Context: an optimization exercise on an open-source flow, tuned for small area, a short achievable clock period and few clock cycles per item. The choices shown serve that exercise and are no tape-out recipe. In this exercise RTL edits were held to simulation tests only and were not proved equivalent to the original.

// ka_seq_mult
module ka_seq_mult #(
  parameter int N = 131
) (
  input  logic           clk,
  input  logic           rst_n,
  input  logic           in_valid,
  output logic           in_ready,
  input  logic [N-1:0]   a,
  input  logic [N-1:0]   b,
  output logic           out_valid,
  input  logic           out_ready,
  output logic [2*N-2:0] y,
  output logic           busy
);
Size in the first run: about 15000 cells after synthesis, roughly 1100 flip-flops, ~530 I/O pins, ~130000 um2 of cells after synthesis.
export LEC_CHECK = 0
export CAP_MARGIN = 20
export CORE_MARGIN = 2
export CORE_UTILIZATION = 50
export PLACE_DENSITY = 0.6
export SETUP_SLACK_MARGIN = 4.8
export SLEW_MARGIN = 20
export TNS_END_PERCENT = 100
create_clock -name core_clock -period 8.0 [get_ports {clk}]
standard.sh (not shown) runs the stock make flow with config.mk's settings and CLKGATE_MAP_FILE= SYNTH_SCRIPT=/design/flow/synth_recipe.tcl, a recipe that flattens the netlist after the stock synthesis.
==> flow/flow/run.sh <==
#!/bin/bash
# The standard layout (the standard.sh: ORFS synthesis through finish, unchanged), except
# that the port buffers ORFS inserts before global placement are buf_4 cells instead of the
# default pick (a clkdlybuf4s50_1 delay cell). Every input and output port still gets its own
# buffer. make's full output goes to flow_make.log in this folder; ORFS's per-step logs are
# under orfs/logs/.
set -euo pipefail
export BUFFER_PORTS_ARGS="-buffer_cell sky130_fd_sc_hd__buf_4"
bash standard.sh > flow_make.log 2>&1
Testbench counts at the start, summed over its fixed seeds: cycles 976, items 960.
Change:
- SETUP_SLACK_MARGIN: 4.8 -> 4.4
Outcome: Critical path depth goes up by 2; register-to-register slack loses 0.38 ns; final area decreases by 6.7%; setup slack degrades by 0.072 ns; clock skew fell by 0.0041 ns; global-route usage barely changes; cell count goes down by 1.9%; area after synthesis stays the same.
Change:
- SETUP_SLACK_MARGIN: 4.4 -> 4.3
Sequential share of layout area is about the same.
Non-clock buffer count drops by 13.
Fmax drops by 2.9%.
Setup slack gets worse by 0.12 ns.
Final cell count is about the same.
Change:
- SETUP_SLACK_MARGIN: 4.3 -> 4.65
Result: Synthesized area does not change; worst setup slack improved by 0.18 ns; clock skew stays flat; wire length shrinks by 0.63%; register-to-register slack improved by 0.40 ns; clock-buffer cell count stays the same.

---

Another version of the RTL of ka_seq_mult (not shown whole).
Size: ~16000 cells after synthesis, about 1200 flip-flops, roughly 530 I/O pins.
clock: 8.0 ns
lec_check: 0
cap_margin: 20
core_margin: 2
core_utilization: 50
place_density: 0.6
setup_slack_margin: 4.5
slew_margin: 20
tns_end_percent: 100
run.sh (not shown) runs the stock make flow with config.mk's settings and CLKGATE_MAP_FILE= SYNTH_SCRIPT=/design/flow/synth_recipe.tcl, a recipe that flattens the netlist after the stock synthesis.
Stock flow here: none of the scripts above is used.
The first run finished with timing, DRC and antenna clean.
Testbench counts at the start, summed over its fixed seeds: cycles 984, items 960.
Edit:
==> flow/flow/run.sh (new file) <==
#!/bin/bash
# The standard layout (the standard.sh: ORFS synthesis through finish, unchanged), except
# that the port buffers ORFS inserts before global placement are buf_4 cells instead of the
# default pick (a clkdlybuf4s50_1 delay cell). Every input and output port still gets its own
# buffer. make's full output goes to flow_make.log in this folder; ORFS's per-step logs are
# under orfs/logs/.
set -euo pipefail
export BUFFER_PORTS_ARGS="-buffer_cell sky130_fd_sc_hd__buf_4"
bash standard.sh > flow_make.log 2>&1
==> flow/standard.sh (new file) <==
#!/bin/bash
# synth_recipe.tcl (not shown) runs the flow's synth.tcl, then flattens the netlist and writes it again
# the make line also repeats each setting of config.mk as NAME=value (left out here)
make -C /OpenROAD-flow-scripts/flow DESIGN_CONFIG=/design/flow/config.mk WORK_HOME=/design/flow/orfs CLKGATE_MAP_FILE= SYNTH_SCRIPT=/design/flow/synth_recipe.tcl "${@:-finish}"
removed: flow/run.sh
Result:
- clock-buffer cell count goes down by 6
- critical path depth drops by 1
- register-to-register slack gets worse by 0.03 ns
- non-clock buffer count rose by 51
- routed wire length is higher by 2.2%
- via count grows by about 1%
- maximum frequency falls by about 0.7%
- final cell count is about the same

afterwards: timing with drivers on the ports:
How much do the figures lean on ideal ports? The routed layouts below were timed once more, with nothing changed but the port constraints. Step 1: set_driving_cell puts a clkbuf_16 on clk and a buf_2 on each other input, an assumption about the parent block. Step 2 also shifts input and output timing later by t, the mid clock arrival at the registers, as if the neighbouring blocks saw the same clock. Three values: no drivers, after step 1, after step 2; two values: the first two.
run | shift t [ns] | slack for setup (ns) | worst setup path after step 2 | latest minus earliest clock arrival (ns)
the first run of note 1 | 0.957 | 4.252 / 4.218 / 3.688 | input to register | 0.065 / 0.065
the second run of note 1 | 0.958 | 4.180 / 4.180 / 3.318 | input to register | 0.052 / 0.052
the third run of note 1 | 0.962 | 4.064 / 4.064 / 3.202 | input to register | 0.077 / 0.077
the fourth run of note 1 | 0.956 | 4.242 / 4.208 / 3.558 | input to register | 0.064 / 0.064
the first run of note 2 | 0.994 | 4.229 / 4.218 / 3.582 | input to register | 0.089 / 0.089
the second run of note 2 | 1.001 | 4.201 / 4.201 / 3.652 | input to register | 0.076 / 0.076
After both steps setup and hold are still met in every run listed.
